Background: an optimization exercise with open tools, aiming at small area and few clock cycles per item. Do not read the settings as production practice.
The RTL was checked by simulation tests, not by an equivalence proof against the original design.
Power and IR drop assume default switching activity.

File: flow/run.sh
#!/bin/bash
# synth_recipe.tcl (not shown) runs the flow's synth.tcl, then flattens the netlist and writes it again
# the make line also repeats each setting of config.mk as NAME=value (left out here)
make -C /OpenROAD-flow-scripts/flow DESIGN_CONFIG=/design/flow/config.mk WORK_HOME=/design/flow/orfs CLKGATE_MAP_FILE= SYNTH_SCRIPT=/design/flow/synth_recipe.tcl finish
File: flow/config.mk
export PLATFORM = sky130hd
export DESIGN_NAME = core_top
export DESIGN_NICKNAME = core_top
export VERILOG_FILES = /design/flow/design.v
export SDC_FILE = /design/flow/constraint.sdc
export NUM_CORES = 4
export LEC_CHECK = 0
export CAP_MARGIN = 20
export CORE_MARGIN = 2
export CORE_UTILIZATION = 40
export SLEW_MARGIN = 20
File: flow/constraint.sdc
create_clock -name core_clock -period 4.5 [get_ports {clk_i}]
set_input_delay 0.9000 -clock core_clock [delete_from_list [all_inputs] [get_ports {clk_i}]]
set_output_delay 0.9000 -clock core_clock [all_outputs]
set_load 0.01 [all_outputs]
File: flow/design.v
`default_nettype none
package core_pkg;
  typedef logic [31:0] xlen_t;       
  typedef logic [31:0] instr_t;      
  typedef logic [4:0]  reg_addr_t;   
  typedef enum logic [6:0] {
    OPCODE_OP_IMM = 7'h13,
    OPCODE_OP     = 7'h33,
    OPCODE_LUI    = 7'h37
  } opcode_e;
  typedef enum logic [3:0] {
    ALU_ADD,
    ALU_SUB,
    ALU_SLL,
    ALU_SLT,
    ALU_SLTU,
    ALU_XOR,
    ALU_SRL,
    ALU_SRA,
    ALU_OR,
    ALU_AND
  } alu_op_e;
  typedef struct packed {
    logic   valid;   
    instr_t instr;
    xlen_t  pc;
  } if_id_t;
  typedef struct packed {
    logic      valid;
    alu_op_e   alu_op;
    xlen_t     op_a;
    xlen_t     op_b;
    reg_addr_t rd;
    logic      we;      
    xlen_t     pc;
  } id_ex_t;
  typedef struct packed {
    logic      valid;
    reg_addr_t rd;
    logic      we;
    xlen_t     result;
  } ex_wb_t;
  typedef struct packed {
    logic      we;
    reg_addr_t rd;
    xlen_t     value;
  } fwd_t;
endpackage
`default_nettype wire
`default_nettype none
module fetch_stage (
  input  wire logic            clk_i,
  input  wire logic            rst_i,
  input  wire core_pkg::xlen_t boot_addr_i,
  input  wire logic            fetch_enable_i,
  output logic                 instr_req_o,
  output core_pkg::xlen_t      instr_addr_o,
  input  wire logic            instr_gnt_i,
  input  wire logic            instr_rvalid_i,
  input  wire core_pkg::instr_t instr_rdata_i,
  output core_pkg::if_id_t     if_id_o,
  output logic                 if_busy_o
);
  typedef enum logic {
    IF_IDLE,        
    IF_WAIT_RESP    
  } if_state_e;
  if_state_e        state_q;
  core_pkg::xlen_t  pc_q;        
  core_pkg::xlen_t  resp_pc_q;   
  logic             req_hold_q;  
  logic             can_req;
  core_pkg::if_id_t if_id_q;
  assign can_req      = (state_q == IF_IDLE) || instr_rvalid_i;
  assign instr_req_o  = can_req && (fetch_enable_i || req_hold_q);  
  assign instr_addr_o = pc_q;
  assign if_busy_o    = instr_req_o || (state_q == IF_WAIT_RESP);
  always_ff @(posedge clk_i) begin
    if (rst_i) begin
      state_q    <= IF_IDLE;
      pc_q       <= boot_addr_i;   
      req_hold_q <= 1'b0;
    end else begin
      req_hold_q <= instr_req_o && !instr_gnt_i;
      if (instr_req_o && instr_gnt_i) begin
        state_q <= IF_WAIT_RESP;   
        pc_q    <= pc_q + 32'd4;
      end else if (instr_rvalid_i) begin
        state_q <= IF_IDLE;
      end
    end
  end
  always_ff @(posedge clk_i) begin
    if (instr_req_o && instr_gnt_i) begin
      resp_pc_q <= pc_q;
    end
  end
  always_ff @(posedge clk_i) begin
    if (rst_i) begin
      if_id_q.valid <= 1'b0;
    end else begin
      if_id_q.valid <= instr_rvalid_i;   
      if_id_q.instr <= instr_rdata_i;
      if_id_q.pc    <= resp_pc_q;
    end
  end
  assign if_id_o = if_id_q;
endmodule
`default_nettype wire
`default_nettype none
module decode_stage #(
  parameter bit RV32E = 1'b0
) (
  input  wire logic               clk_i,
  input  wire logic               rst_i,
  input  wire core_pkg::if_id_t   if_id_i,
  output core_pkg::reg_addr_t     rf_raddr_a_o,
  output core_pkg::reg_addr_t     rf_raddr_b_o,
  input  wire core_pkg::xlen_t    rf_rdata_a_i,
  input  wire core_pkg::xlen_t    rf_rdata_b_i,
  input  wire core_pkg::fwd_t     fwd_i,
  output core_pkg::id_ex_t        id_ex_o
);
  core_pkg::instr_t    instr;
  core_pkg::reg_addr_t rd;
  core_pkg::reg_addr_t rs1;
  core_pkg::reg_addr_t rs2;
  logic [2:0]          funct3;
  logic [6:0]          funct7;
  core_pkg::xlen_t     imm_i;
  core_pkg::xlen_t     imm_u;
  core_pkg::xlen_t     rs1_val;
  core_pkg::xlen_t     rs2_val;
  core_pkg::alu_op_e   base_op;
  core_pkg::alu_op_e   alu_op;
  core_pkg::xlen_t     op_a;
  core_pkg::xlen_t     op_b;
  logic                illegal;
  logic                uses_rs1;
  logic                uses_rs2;
  logic                rv32e_bad;
  core_pkg::id_ex_t    id_ex_q;
  assign instr  = if_id_i.instr;
  assign rd     = instr[11:7];
  assign funct3 = instr[14:12];
  assign rs1    = instr[19:15];
  assign rs2    = instr[24:20];
  assign funct7 = instr[31:25];
  assign imm_i  = {{20{instr[31]}}, instr[31:20]};   
  assign imm_u  = {instr[31:12], 12'b0};
  assign rf_raddr_a_o = rs1;
  assign rf_raddr_b_o = rs2;
  assign rs1_val = (fwd_i.we && fwd_i.rd == rs1) ? fwd_i.value : rf_rdata_a_i;
  assign rs2_val = (fwd_i.we && fwd_i.rd == rs2) ? fwd_i.value : rf_rdata_b_i;
  always_comb begin
    case (funct3)
      3'b000:  base_op = core_pkg::ALU_ADD;
      3'b001:  base_op = core_pkg::ALU_SLL;
      3'b010:  base_op = core_pkg::ALU_SLT;
      3'b011:  base_op = core_pkg::ALU_SLTU;
      3'b100:  base_op = core_pkg::ALU_XOR;
      3'b101:  base_op = core_pkg::ALU_SRL;
      3'b110:  base_op = core_pkg::ALU_OR;
      default: base_op = core_pkg::ALU_AND;
    endcase
  end
  always_comb begin
    alu_op   = base_op;
    illegal  = 1'b0;
    uses_rs1 = 1'b1;
    uses_rs2 = 1'b0;
    op_a     = rs1_val;
    op_b     = imm_i;
    case (instr[6:0])
      core_pkg::OPCODE_OP: begin
        uses_rs2 = 1'b1;
        op_b     = rs2_val;
        if (funct7 == 7'b0100000 && funct3 == 3'b000) alu_op = core_pkg::ALU_SUB;
        else if (funct7 == 7'b0100000 && funct3 == 3'b101) alu_op = core_pkg::ALU_SRA;
        else if (funct7 != 7'b0000000) illegal = 1'b1;
      end
      core_pkg::OPCODE_OP_IMM: begin
        if (funct3 == 3'b001 && funct7 != 7'b0000000) illegal = 1'b1;   
        if (funct3 == 3'b101) begin
          if (funct7 == 7'b0100000) alu_op = core_pkg::ALU_SRA;
          else if (funct7 != 7'b0000000) illegal = 1'b1;
        end
      end
      core_pkg::OPCODE_LUI: begin
        uses_rs1 = 1'b0;             
        alu_op   = core_pkg::ALU_ADD;
        op_a     = '0;
        op_b     = imm_u;
      end
      default: illegal = 1'b1;       
    endcase
  end
  assign rv32e_bad = RV32E && (rd[4] || (uses_rs1 && rs1[4]) || (uses_rs2 && rs2[4]));
  always_ff @(posedge clk_i) begin
    if (rst_i) begin
      id_ex_q.valid <= 1'b0;
      id_ex_q.we    <= 1'b0;
    end else begin
      id_ex_q.valid  <= if_id_i.valid;
      id_ex_q.we     <= if_id_i.valid && !illegal && !rv32e_bad && (rd != '0);
      id_ex_q.alu_op <= alu_op;
      id_ex_q.op_a   <= op_a;
      id_ex_q.op_b   <= op_b;
      id_ex_q.rd     <= rd;
      id_ex_q.pc     <= if_id_i.pc;
    end
  end
  assign id_ex_o = id_ex_q;
endmodule
`default_nettype wire
`default_nettype none
module register_file #(
  parameter bit RV32E = 1'b0
) (
  input  wire logic                clk_i,
  input  wire logic                rst_i,
  input  wire core_pkg::reg_addr_t raddr_a_i,
  input  wire core_pkg::reg_addr_t raddr_b_i,
  output core_pkg::xlen_t          rdata_a_o,
  output core_pkg::xlen_t          rdata_b_o,
  input  wire core_pkg::ex_wb_t    wb_i
);
  localparam int NUM_REGS = RV32E ? 16 : 32;
  localparam int ADDR_W   = RV32E ? 4 : 5;
  core_pkg::xlen_t     regs_q [NUM_REGS];
  core_pkg::reg_addr_t raddr  [2];
  core_pkg::xlen_t     rdata  [2];
  logic                wr_en;
  assign wr_en = wb_i.valid && wb_i.we && (wb_i.rd != '0) && !(RV32E && wb_i.rd[4]);
  always_ff @(posedge clk_i) begin
    if (rst_i) begin
      for (int i = 0; i < NUM_REGS; i++) begin
        regs_q[i] <= '0;
      end
    end else if (wr_en) begin
      regs_q[wb_i.rd[ADDR_W-1:0]] <= wb_i.result;
    end
  end
  assign raddr[0] = raddr_a_i;
  assign raddr[1] = raddr_b_i;
  for (genvar p = 0; p < 2; p++) begin : g_read
    always_comb begin
      if (raddr[p] == '0) rdata[p] = '0;                                    
      else if (wr_en && wb_i.rd == raddr[p]) rdata[p] = wb_i.result;        
      else if (RV32E && raddr[p][4]) rdata[p] = '0;
      else rdata[p] = regs_q[raddr[p][ADDR_W-1:0]];
    end
  end
  assign rdata_a_o = rdata[0];
  assign rdata_b_o = rdata[1];
endmodule
`default_nettype wire
`default_nettype none
module execute_stage (
  input  wire logic             clk_i,
  input  wire logic             rst_i,
  input  wire core_pkg::id_ex_t id_ex_i,
  output core_pkg::fwd_t        fwd_o,     
  output core_pkg::ex_wb_t      ex_wb_o
);
  core_pkg::xlen_t  op_a;
  core_pkg::xlen_t  op_b;
  logic [4:0]       shamt;
  core_pkg::xlen_t  alu_result;
  core_pkg::ex_wb_t ex_wb_q;
  assign op_a  = id_ex_i.op_a;
  assign op_b  = id_ex_i.op_b;
  assign shamt = op_b[4:0];   
  always_comb begin
    case (id_ex_i.alu_op)
      core_pkg::ALU_ADD:  alu_result = op_a + op_b;
      core_pkg::ALU_SUB:  alu_result = op_a - op_b;
      core_pkg::ALU_SLL:  alu_result = op_a << shamt;
      core_pkg::ALU_SLT:  alu_result = {31'b0, $signed(op_a) < $signed(op_b)};
      core_pkg::ALU_SLTU: alu_result = {31'b0, op_a < op_b};
      core_pkg::ALU_XOR:  alu_result = op_a ^ op_b;
      core_pkg::ALU_SRL:  alu_result = op_a >> shamt;
      core_pkg::ALU_SRA:  alu_result = $unsigned($signed(op_a) >>> shamt);   
      core_pkg::ALU_OR:   alu_result = op_a | op_b;
      default:            alu_result = op_a & op_b;
    endcase
  end
  assign fwd_o.we    = id_ex_i.valid && id_ex_i.we;
  assign fwd_o.rd    = id_ex_i.rd;
  assign fwd_o.value = alu_result;
  always_ff @(posedge clk_i) begin
    if (rst_i) begin
      ex_wb_q.valid <= 1'b0;
      ex_wb_q.we    <= 1'b0;
    end else begin
      ex_wb_q.valid  <= id_ex_i.valid;
      ex_wb_q.we     <= id_ex_i.valid && id_ex_i.we;
      ex_wb_q.rd     <= id_ex_i.rd;
      ex_wb_q.result <= alu_result;
    end
  end
  assign ex_wb_o = ex_wb_q;
endmodule
`default_nettype wire
`default_nettype none
module core_top #(
  parameter bit RV32E = 1'b0
) (
  input  wire logic                 clk_i,
  input  wire logic                 rst_i,
  input  wire core_pkg::xlen_t      boot_addr_i,
  input  wire logic                 fetch_enable_i,
  output logic                      instr_req_o,
  output core_pkg::xlen_t           instr_addr_o,
  input  wire logic                 instr_gnt_i,
  input  wire logic                 instr_rvalid_i,
  input  wire core_pkg::instr_t     instr_rdata_i,
  output logic                      rf_we_wb_o,
  output core_pkg::reg_addr_t       rf_waddr_wb_o,
  output core_pkg::xlen_t           rf_wdata_wb_o,
  output logic                      core_busy_o
);
  core_pkg::if_id_t    if_id;
  core_pkg::id_ex_t    id_ex;
  core_pkg::ex_wb_t    ex_wb;
  core_pkg::fwd_t      fwd;
  core_pkg::reg_addr_t rf_raddr_a;
  core_pkg::reg_addr_t rf_raddr_b;
  core_pkg::xlen_t     rf_rdata_a;
  core_pkg::xlen_t     rf_rdata_b;
  logic                if_busy;
  fetch_stage i_fetch_stage (
    .clk_i          (clk_i),
    .rst_i          (rst_i),
    .boot_addr_i    (boot_addr_i),
    .fetch_enable_i (fetch_enable_i),
    .instr_req_o    (instr_req_o),
    .instr_addr_o   (instr_addr_o),
    .instr_gnt_i    (instr_gnt_i),
    .instr_rvalid_i (instr_rvalid_i),
    .instr_rdata_i  (instr_rdata_i),
    .if_id_o        (if_id),
    .if_busy_o      (if_busy)
  );
  decode_stage #(.RV32E(RV32E)) i_decode_stage (
    .clk_i        (clk_i),
    .rst_i        (rst_i),
    .if_id_i      (if_id),
    .rf_raddr_a_o (rf_raddr_a),
    .rf_raddr_b_o (rf_raddr_b),
    .rf_rdata_a_i (rf_rdata_a),
    .rf_rdata_b_i (rf_rdata_b),
    .fwd_i        (fwd),        
    .id_ex_o      (id_ex)
  );
  register_file #(.RV32E(RV32E)) i_register_file (
    .clk_i     (clk_i),
    .rst_i     (rst_i),
    .raddr_a_i (rf_raddr_a),
    .raddr_b_i (rf_raddr_b),
    .rdata_a_o (rf_rdata_a),
    .rdata_b_o (rf_rdata_b),
    .wb_i      (ex_wb)         
  );
  execute_stage i_execute_stage (
    .clk_i   (clk_i),
    .rst_i   (rst_i),
    .id_ex_i (id_ex),
    .fwd_o   (fwd),
    .ex_wb_o (ex_wb)
  );
  assign rf_we_wb_o    = ex_wb.valid && ex_wb.we;
  assign rf_waddr_wb_o = ex_wb.rd;
  assign rf_wdata_wb_o = ex_wb.result;
  assign core_busy_o = if_busy || if_id.valid || id_ex.valid || ex_wb.valid;
endmodule
`default_nettype wire
==> results.txt <==
Clock Sinks=1215; hold depth=0; synthesized area=72100 um2; DR pass1 iterations=8; slowest stage delay, CP=0.87 ns; crit path max fanout=21; Critical R2R Launch=i_decode_stage.id_ex_q[102]; first-pass GRT wire length=382000 um; initial antenna violation count=27; Tot GR Track Use=29.2%; setup repair bufs after CTS=0; WP data arrival=4.74 ns; routed vias=50310; unrepaired setup endpoints after global routing=false; Resize count post-CTS=0; clock-pin slew on the worst setup and hold paths=0.06 ns; Die Width=429 um; Buf/Inv on CP=1; ys flop type=edfxtp_1; Die ar.=184000 um2; fmax=0.241 GHz; Hold Path Origin=i_fetch_stage.if_id_q[42]; Synth cell types=94; Setup Skew=0.0456 ns; Final #Nets=5559; ys async rst share=0%; core area=179000 um2; slew at the pin closest to its max-slew limit=1.11 ns; max-slew violation count=0; area of placed instances=77900 um2; Mapped Avg Cell Area=13.7 um2; Final Hold Fails=0; min cycle time layout=4.16 ns; worst hold slack=0.450 ns; slew margin rel.=26.2%; Crit path max-delay family=simple AND/OR/NAND/NOR gates; CP max stage cell=or4b_1; ordered cell list for the critical path=buf_4, or4b_1, nor2_1, o211ai_1, a22oi_1, or3_1, a211oi_1, o41ai_1; Max VDD drop=0.000460 V; CTS tree=yes; IO Pins=141; Num CTS Buffers=140; Tot Pwr=31.9 mW; number of H-tree levels=4; reg-to-reg slack, setup=0.34 ns; ANT nets after route=0; CTS Buffer Depth=3; Worst-Skew Late Latency=0.81 ns; setup TNS=0 ns; final instance area=82300 um2; Cell Rows=155; DRT iter0 DRCs=7119; Lkg Pwr=29.5 nW; Post-synth EDFFs=1198; Final setup viols=0; Worst Hold End=i_decode_stage.id_ex_q[36]; Die Span Y=429 um; Reg2Reg Depth=8; largest net degree at the start of global routing=113; final worst-path cycle share=92.3%; share of cells above drive strength 1=24.5%; total grt overflow=0; yosys warns=6; Critical Path End Type=flop; PD cells=388 nW/um2; routability cong.=0.983; DRC viols=0; wire per inst=34.6 um; max-cap viol count=0; class of the worst hold path=flop to flop; outcome=timing/DRC/antenna clean; Worst Path Required=5.09 ns; port bufs=140; initial core utilization=40.3%; Seq/Total Area, Yosys=50.3%; kind of critical path=flop to flop; synthesized instance count=5273; Yosys reg bits=1215; vias in the first global route=49452; CTS Hold Bufs=0; worst reg2reg path endpoint=i_decode_stage.id_ex_q[59]; vias per cell=6.41; P&R area growth vs syn=14.0%; CTS root buffer=clkbuf_16; Total Wirelength=272000 um; Post-DP HPWL=182000 um; final-layout fill cell count=15797; crit start category=flop
[power breakdown]
part           switching, mW  internal, mW
Combinational           4.36          2.93
Clock                   4.81          6.18
Sequential             0.593          13.0
[flip-flops by register name, indices dropped and copies added, names as in the netlist, named ones only]
| register | cells |
|---|---|
| i_decode_stage.id_ex_q | 75 |
| i_execute_stage.ex_wb_q | 39 |
| i_fetch_stage.if_id_q | 33 |
| i_fetch_stage.pc_q | 32 |
| i_fetch_stage.req_hold_q | 1 |
| i_fetch_stage.state_q | 1 |
| i_register_file.regs_q | 1024 |
[stage by stage]
stage / setup WS, ns / utilization, % / cells
2_1_floorplan: -0.162 / - / 5304
3_3_place_gp: 0.536 / 43.6 / 7592
3_5_place_dp: 0.536 / 43.6 / 7593
4_1_cts: 0.517 / 46.0 / 7844
5_1_grt: 0.259 / 46.0 / 7847
6_report: 0.345 / 46.0 / 7853
[logic make-up (layout without fill, tap and decap cells)]
kind of cell | count (synthesis) | count (layout) | share of synthesized area (%)
flops | 1215 | 1215 | 50.3
mux | 827 | 827 | 23.7
compound gates | 722 | 722 | 6.54
fa+ha+maj | 109 | 109 | 1.91
buf+inv | 651 | 837 | 3.72
simple gates | 1678 | 1678 | 13.0
xor+xnor | 70 | 70 | 0.850
other cells | 1 | 40 | 0.00520
[cell usage after synthesis (all sizes together) (42+ instances only)]
cell    count  area share [%]
inv       108            0.56
mux4      700              22
xnor2      42            0.51
mux2i      93             1.3
a21oi     172             1.2
nor2      262             1.4
clkbuf    379             2.0
ha        107             1.9
nor3       49            0.35
nand2     181            0.94
buf       159             1.2
and2     1015             8.8
o21ai     193             1.3
edfxtp   1198              50
[layer usage]
layer / GRT usage [%] / part of all wire, % / up-vias
met5: 0 / 0.016 / -
met4: 14.3 / 5.6 / 8
met3: 6.17 / 10 / 683
met2: 45.9 / 46 / 3093
met1: 38.6 / 38 / 26076
li1: - / - / 20450
[placed cells by master (no fill, tap or decap), types with 28 or more instances in the layout]
| master | count |
|---|---|
| a21oi_1 | 171 |
| and2_1 | 1015 |
| clkinv_1 | 35 |
| inv_1 | 107 |
| o21ai_1 | 33 |
| clkbuf_16 | 140 |
| edfxtp_1 | 1198 |
| o21ai_4 | 29 |
| o21ai_0 | 131 |
| nor3_1 | 44 |
| nor2_4 | 29 |
| nand2_1 | 181 |
| buf_4 | 294 |
| nor2_1 | 233 |
| nand3_1 | 41 |
| clkdlybuf4s50_1 | 139 |
| ha_1 | 107 |
| mux4_2 | 700 |
| xor2_1 | 28 |
| mux2i_1 | 93 |
| a31oi_1 | 29 |
| o211ai_1 | 32 |
| clkbuf_1 | 40 |
| buf_12 | 38 |
| conb_1 | 32 |
| mux2_2 | 28 |
| xnor2_1 | 42 |
[worst max path at each step]
stage	start	end	slack, ns	cells past startpoint
after global routing	flop	i_decode_stage.id_ex_q[67]	0.26	8
after detailed placement	flop	i_decode_stage.id_ex_q[67]	0.54	8
after floorplan	rst_i	i_register_file.regs_q[10][0]	-0.16	4
final	i_decode_stage.id_ex_q[102]	i_decode_stage.id_ex_q[59]	0.34	8
after global placement	i_decode_stage.id_ex_q[70]	i_decode_stage.id_ex_q[98]	0.54	11
after CTS	flop	i_decode_stage.id_ex_q[67]	0.52	8
[layout make-up]
cell class	instances	area [um2]	share of cell area (%)
clock inverters	70	616	0.748
well taps	2355	2950	3.58
flip-flops and latches	1215	36300	44.2
diodes	8	20.0	0.0243
clock buffers	181	3670	4.46
repair buffers	473	4390	5.34
inverters	113	432	0.525
multi-input cells	3438	33800	41.1
Testbench counts, summed over its fixed seeds: cycles 2,088, items 2,048.

[static timing again, ports no longer ideal]
How much do the figures lean on ideal ports? The routed layout below was timed once more, with nothing changed but the port constraints.
Step 1 sets driving cells, clkbuf_16 on the clock port and buf_2 on the other inputs (assumed; they add their load-dependent delay and slew).
Step 2 moves the port delays by t, midway between the first and last clock arrival at a register: inputs arrive t later, outputs are due t later. That takes back most of the time a late clock gives input paths.
a / b / c = ideal ports / drivers / drivers and shift; a / b = the first two.
t, ns: 0.869
setup slack, ns: 0.345 / 0.345 / 0.345
worst setup path after step 2: register to register
worst data-port slew with drivers (ns): 0.13
After both steps setup and hold are still met in this run. For this run, drivers alone change the setup slack by 0.000 ns; drivers and shift together by 0.000 ns.
